From an optimization exercise on the open Yosys and OpenROAD flow, aimed at small area and a short achievable clock period; shortcuts taken in it are not production practice.
Power and IR drop assume default switching activity.

## main
Design data_mem_sized, start of the top module:
module data_mem_sized #(
  parameter int DEPTH     = 64,
  parameter int ADDR_W    = 8,
  parameter int LATENCY   = 1,
  parameter int INIT_MODE = 1
) (
  input  logic              clk,
  input  logic              rst,
  input  logic              req_valid,
  output logic              req_ready,
  input  logic              req_we,
  input  logic [1:0]        req_size,
  input  logic              req_unsigned,
  input  logic [ADDR_W-1:0] req_addr,
  input  logic [31:0]       req_wdata,
  output logic              resp_valid,
  output logic [31:0]       resp_rdata,
  output logic              resp_err,
  output logic              init_busy
);
  logic [2047:0] mem_q;    
  logic [2047:0] mem_d;
  logic        busy_q;
  logic        ready_q;
  logic [5:0]  cnt_q;
  logic        resp_valid_q;
  logic        resp_err_q;
  logic        req_err;
  logic        accept;
  logic        st;
  logic [31:0] rd_word;
  logic [31:0] load_data;
  logic [3:0]  lane_mask;
  logic [31:0] lane_data;
  assign accept = req_valid && !busy_q && !rst;
  always_comb begin
    case (req_size)
      2'b00:   req_err = 1'b0;
      2'b01:   req_err = req_addr[0];
      2'b10:   req_err = |req_addr[1:0];
      default: req_err = 1'b1;
    endcase
  end
  logic [7:0]  pre_lo, pre_hi;
  logic [63:0] rowsel;
  always_comb begin
    for (int i = 0; i < 8; i++) begin
      pre_lo[i] = (req_addr[4:2] == 3'(i));
      pre_hi[i] = (req_addr[7:5] == 3'(i));
    end
    for (int w = 0; w < 64; w++) rowsel[w] = pre_lo[w % 8] && pre_hi[w / 8];
  end
  logic       ld;           
  logic [3:0] sel0;         
  logic       sel1_lo;      
  logic       sel1_hi;      
  logic       sel1_s;       
  logic       selw;         
  logic [3:0] ssel;         
  assign ld = !req_we && !req_err;
  always_comb begin
    sel0    = 4'b0000;
    sel1_lo = 1'b0;
    sel1_hi = 1'b0;
    sel1_s  = 1'b0;
    selw    = 1'b0;
    ssel    = 4'b0000;
    case (req_size)
      2'b00: begin
        sel0   = 4'b0001 << req_addr[1:0];
        sel1_s = 1'b1;
        ssel   = req_unsigned ? 4'b0000 : (4'b0001 << req_addr[1:0]);
      end
      2'b01: begin
  ...
Size in the first run: roughly 83 I/O pins, about 75,000 um^2 of cells after synthesis.
clock: 8.0 ns
lec_check: 0
cap_margin: 20
core_margin: 2
core_utilization: 40
cts_cluster_diameter: 100
cts_cluster_size: 25
place_density: 0.5
setup_slack_margin: 5
slew_margin: 20
synth_hierarchical: 1
tns_end_percent: 100
run.sh (not shown) runs the stock make flow with config.mk's settings and CLKGATE_MAP_FILE= SYNTH_SCRIPT=/design/flow/synth_recipe.tcl, a recipe that flattens the netlist after the stock synthesis.
diff inputs: main => the feature branch
--- a/flow/design.v
+++ b/flow/design.v
@@ -18,32 +18,38 @@
 endmodule
 module dm_nand4 (
   input  logic a, b, c, d,
   output logic y
 );
   assign y = ~(a & b & c & d);
 endmodule
-module dm_sign_n (
+module dm_sign (
   input  logic [3:0] sel,
   input  logic [3:0] b7,
-  output logic       s_n
-);
-  assign s_n = ~|(sel & b7);
+  output logic       s
+);
+  assign s = |(sel & b7);
+endmodule
+module dm_nand4en (
+  input  logic a, b, c, d, en,
+  output logic y
+);
+  assign y = en & ~(a & b & c & d);
+endmodule
+module dm_nand2 (
+  input  logic a, b,
+  output logic y
+);
+  assign y = ~(a & b);
 endmodule
 module dm_nand3 (
   input  logic a, b, c,
   output logic y
 );
   assign y = ~(a & b & c);
-endmodule
-module dm_nand2 (
-  input  logic a, b,
-  output logic y
-);
-  assign y = ~(a & b);
 endmodule
 module dm_nor2 (
   input  logic a, b,
   output logic y
 );
   assign y = ~(a | b);
 endmodule
@@ -136,44 +142,52 @@
       sel0    = 4'b0000;
       sel1_lo = 1'b0;
       sel1_hi = 1'b0;
       sel1_s  = 1'b0;
       selw    = 1'b0;
     end
   end
-  for (genvar j = 0; j < 32; j++) begin : g_rcol
+  logic [63:0] sgn_w;
+  for (genvar w = 0; w < 64; w++) begin : g_sgnw
+    dm_sign u_sgn (
+      .sel(ssel),
+      .b7({mem_q[32*w+31], mem_q[32*w+23], mem_q[32*w+15], mem_q[32*w+7]}),
+      .s(sgn_w[w])
+    );
+  end
+  logic [2:0] sgn;
+  for (genvar j = 0; j < 33; j++) begin : g_rcol
     logic [7:0]  t2;
     logic [3:0]  t3;
     for (genvar g = 0; g < 8; g++) begin : g_l2
       logic [7:0] dcol;
       for (genvar i = 0; i < 8; i++) begin : g_d
-        assign dcol[i] = mem_q[32*(8*g+i)+j];
+        assign dcol[i] = (j < 32) ? mem_q[32*(8*g+i)+(j % 32)] : sgn_w[8*g+i];
       end
       dm_rd8 u_g (.s(rowsel[8*g +: 8]), .d(dcol), .y(t2[g]));
     end
     for (genvar g = 0; g < 4; g++) begin : g_l3
       dm_nor2 u_g (.a(t2[2*g]), .b(t2[2*g+1]), .y(t3[g]));
     end
-    dm_nand4 u_l4 (.a(t3[0]), .b(t3[1]), .c(t3[2]), .d(t3[3]), .y(rd_word[j]));
-  end
-  logic [2:0] sgn_n;
-  for (genvar c = 0; c < 3; c++) begin : g_sgn
-    dm_sign_n u_sgn (
-      .sel(ssel & {4{c == 0 ? sel1_s : ld}}),
-      .b7({rd_word[31], rd_word[23], rd_word[15], rd_word[7]}),
-      .s_n(sgn_n[c])
-    );
+    if (j < 32) begin : g_data
+      dm_nand4 u_l4 (.a(t3[0]), .b(t3[1]), .c(t3[2]), .d(t3[3]), .y(rd_word[j]));
+    end else begin : g_sign
+      for (genvar c = 0; c < 3; c++) begin : g_c
+        dm_nand4en u_l4 (.a(t3[0]), .b(t3[1]), .c(t3[2]), .d(t3[3]),
+                         .en(c == 0 ? sel1_s : ld), .y(sgn[c]));
+      end
+    end
   end
   logic [31:0] rdw_q;
   logic [2:0]  sgn_n_q;
   logic [3:0]  sel0_q;
   logic        sel1_lo_q, sel1_hi_q, selw_q;
   always_ff @(posedge clk) begin
     rdw_q     <= rd_word;
-    sgn_n_q   <= sgn_n;
+    sgn_n_q   <= ~sgn;
     sel0_q    <= sel0;
     sel1_lo_q <= sel1_lo;
     sel1_hi_q <= sel1_hi;
     selw_q    <= selw;
   end
   for (genvar k = 0; k < 8; k++) begin : g_out
     logic [3:0] p0;
[summary]
Against main as the reference, the feature branch delivers a higher portion of total power attributed to the clock network.
Relative to main, the count of clock-buffer cells in the layout measured on the feature branch has increased by a few percent.
Summary of the feature branch over main: layout net count increased 1.8%, clock insertion delay at the later pin of the skew report essentially unchanged, sequential portion of the cell area decreased 0.45 points, area of placed instances increased 1.9%.
Changes observed in the feature branch relative to main: total non-filler cell area in the finished layout climbed 1.0%; starting density of the core dropped 0.22 points; worst setup slack dropped 0.31 ns; total wire length climbed 0.59%.
Function was not checked in any run of this note: the RTL went through the layout flow alone.

## re-timing with driven ports
No port has a modelled driver above. Below, the same layouts with a new extraction and two added sets of constraints. Step 1, drivers: a clkbuf_16 drives clk and a buf_2 each remaining input, both assumed. Step 2 also shifts input and output timing later by t, the mid clock arrival at the registers, as if the neighbouring blocks saw the same clock. Slacks: ideal ports / drivers / drivers and shift; pairs: ideal ports / drivers.
run | t, ns | setup WS [ns] | hold WS [ns] | pins driven straight from the clock port
main | 0.879 | 4.203 / 4.109 / 3.742 | 0.473 / 0.473 / 0.473 | 1
the feature branch | 0.877 | 3.894 / 3.811 / 3.799 | 0.477 / 0.477 / 0.477 | 1
After both steps setup and hold are still met in every run listed. For main, which loses most, drivers alone change the setup slack by -0.094 ns; drivers and shift together by -0.461 ns.
